This is an optimization exercise on Yosys and OpenROAD, whose aim is small area and a short achievable clock period, not a production implementation.
In this exercise RTL edits were held to simulation tests only and were not proved equivalent to the original.
Power and IR drop assume default switching activity.

wip/indigo:
// trn_rx_tlp_buffer
module trn_rx_tlp_buffer #(
  parameter int DEPTH_LOG2 = 5
) (
  input  logic                 trn_clk,
  input  logic                 trn_reset_n,
  input  logic                 trn_lnk_up_n,
  input  logic [63:0]          trn_rd,
  input  logic                 trn_rrem_n,
  input  logic                 trn_rsof_n,
  input  logic                 trn_reof_n,
  input  logic                 trn_rsrc_rdy_n,
  input  logic                 trn_rsrc_dsc_n,
  input  logic                 trn_rerrfwd_n,
  input  logic [6:0]           trn_rbar_hit_n,
  output logic                 trn_rdst_rdy_n,
  output logic [63:0]          tlp_data,
  output logic                 tlp_sof,
  output logic                 tlp_eof,
  output logic                 tlp_rem_n,
  output logic                 tlp_errfwd,
  output logic [6:0]           tlp_bar_hit_n,
  output logic                 tlp_valid,
  input  logic                 tlp_ready,
  output logic                 err_pulse
);
Size: ~4,900 cells after synthesis, ~160 I/O pins, about 90,000 um^2 of cells after synthesis.
==> flow/config.mk <==
export PLATFORM = sky130hd
export DESIGN_NAME = trn_rx_tlp_buffer
export DESIGN_NICKNAME = trn_rx_tlp_buffer
export VERILOG_FILES = /design/flow/design.v
export SDC_FILE = /design/flow/constraint.sdc
export NUM_CORES = 4
export LEC_CHECK = 0
export CAP_MARGIN = 20
export CORE_MARGIN = 2
export CORE_UTILIZATION = 50
export PLACE_DENSITY = 0.65
export SETUP_SLACK_MARGIN = 1.9
export SLEW_MARGIN = 20
export SYNTH_HIERARCHICAL = 1
==> flow/constraint.sdc <==
create_clock -name core_clock -period 4.0 [get_ports {trn_clk}]
set_input_delay 0.8000 -clock core_clock [delete_from_list [all_inputs] [get_ports {trn_clk}]]
set_output_delay 0.8000 -clock core_clock [all_outputs]
set_load 0.01 [all_outputs]
standard.sh (not shown) runs the stock make flow with config.mk's settings and CLKGATE_MAP_FILE= SYNTH_SCRIPT=/design/flow/synth_recipe.tcl, a recipe that flattens the netlist after the stock synthesis.
==> flow/flow/run.sh <==
#!/bin/bash
# Layout flow: the standard ORFS flow (standard.sh) with two changes:
#  - plain buffers, rather than the delay cells the resizer picks by default, on the ports;
#  - clock tree sinks clustered in bigger groups, without dummy loads (fewer clock buffers).
set -euo pipefail
bash standard.sh synth > synth.log 2>&1
bash standard.sh \
  "BUFFER_PORTS_ARGS=-buffer_cell sky130_fd_sc_hd__buf_2" \
  "CTS_ARGS=-sink_clustering_enable -repair_clock_nets -dont_use_dummy_load -sink_clustering_size 30 -sink_clustering_max_diameter 60" \
  finish > layout.log 2>&1
Input-level comparison between wip/quartz and wip/indigo:
Settings: SETUP_SLACK_MARGIN now 2.0, was 1.9; TNS_END_PERCENT now 10, previously not set.
==> comparison <==
Measured against each other, wip/quartz and wip/indigo differ in detailed placement HPWL, the higher figure coming from wip/quartz. Compared with wip/indigo, wip/quartz improves sum of routed wire length over all layers. Re number of cells traversed by the worst register-to-register path: wip/indigo was higher than wip/quartz. wip/indigo ended up with plen_q[0] as its start point of the critical path; wip/quartz ended up with u_wr_copy.q[4]. Comparing initial detailed-routing violation count for wip/quartz and wip/indigo, the bigger number came from wip/indigo. Compared with wip/indigo, wip/quartz shows non-clock buffer count that has gone down slightly.
The following lists how wip/pepper was set up differently from wip/quartz:
Settings: SETUP_SLACK_MARGIN: 2.0 -> 1.8.
### Flow results
Relative to wip/quartz, the number of buffers outside the clock class in the layout measured on wip/pepper has decreased by more than 10%. On cell-internal power: between wip/quartz and wip/pepper, it ends up higher for wip/quartz. u_ram.mem_q[18][36] as the end point of the critical path was reported by wip/quartz, and u_ram.mem_q[15][70] by wip/pepper. The run showing the smaller clock period minus final worst setup slack is wip/quartz. wip/pepper closes out successfully: all stages finished, all timing, DRC and antenna checks passed.

========
trn_rx_tlp_buffer again, from the RTL that the note above started with.
Design trn_rx_tlp_buffer, start of the top module:
module trn_rx_tlp_buffer #(
  parameter int DEPTH_LOG2 = 5
) (
  input  logic                 trn_clk,
  input  logic                 trn_reset_n,
  input  logic                 trn_lnk_up_n,
  input  logic [63:0]          trn_rd,
  input  logic                 trn_rrem_n,
  input  logic                 trn_rsof_n,
  input  logic                 trn_reof_n,
  input  logic                 trn_rsrc_rdy_n,
  input  logic                 trn_rsrc_dsc_n,
  input  logic                 trn_rerrfwd_n,
  input  logic [6:0]           trn_rbar_hit_n,
  output logic                 trn_rdst_rdy_n,
  output logic [63:0]          tlp_data,
  output logic                 tlp_sof,
  output logic                 tlp_eof,
  output logic                 tlp_rem_n,
  output logic                 tlp_errfwd,
  output logic [6:0]           tlp_bar_hit_n,
  output logic                 tlp_valid,
  input  logic                 tlp_ready,
  output logic                 err_pulse
);
  localparam int AW = DEPTH_LOG2;
  localparam int PW = DEPTH_LOG2 + 1;
  localparam logic [PW-1:0] DEPTH_V  = {1'b1, {DEPTH_LOG2{1'b0}}};
  localparam logic [PW-1:0] LEN_LAST = DEPTH_V - PW'(1);
  logic            pkt_q, drop_q;            
  ...
clock: 4.0 ns
lec_check: 0
cap_margin: 20
core_margin: 2
core_utilization: 50
place_density: 0.65
setup_slack_margin: 1.8
slew_margin: 20
synth_hierarchical: 1
Scripts as last shown in full above: flow/flow/run.sh
The first run completed without violations.
Edit:
PLACE_DENSITY = 0.72   (was 0.65)
After rerunning:
- The new run passed the timing, DRC and antenna checks
- wire length falls by a few percent
- power falls slightly
- final cell count is about the same
- die area does not change
- area after synthesis stays the same
- worst hold slack improved by 0.021 ns
- register-to-register slack got worse by 0.10 ns
- clock skew rises by 0.025 ns

port drivers added, routing unchanged:
In the flow no input, the clock included, has a driving cell. The finished layouts below were timed again as built, in two steps.
Step 1 assumes that a clkbuf_16 drives the clock port and a buf_2 every other input.
Step 2 also shifts input and output timing later by t, the mid clock arrival at the registers, as if the neighbouring blocks saw the same clock.
Slacks: ideal / step 1 / step 2; pairs: ideal / step 1.
| run | t, ns | setup WS [ns] | worst hold slack (ns) | clock arrival spread, ns |
|---|---|---|---|---|
| wip/indigo | 0.894 | 1.796 / 1.758 / 1.066 | 0.188 / 0.121 / 0.452 | 0.116 / 0.116 |
| wip/quartz | 0.899 | 1.620 / 1.620 / 0.995 | 0.186 / 0.137 / 0.462 | 0.110 / 0.110 |
| wip/pepper | 0.887 | 1.548 / 1.548 / 0.958 | 0.193 / 0.147 / 0.461 | 0.103 / 0.103 |
| the first run of note 2 | 0.896 | 1.739 / 1.739 / 1.004 | 0.186 / 0.116 / 0.462 | 0.119 / 0.119 |
| the second run of note 2 | 0.892 | 1.639 / 1.639 / 0.933 | 0.206 / 0.139 / 0.467 | 0.122 / 0.122 |
After both steps every run listed still meets setup and hold. For the first run of note 2, which loses most, drivers alone change the setup slack by 0.000 ns; drivers and shift together by -0.735 ns.
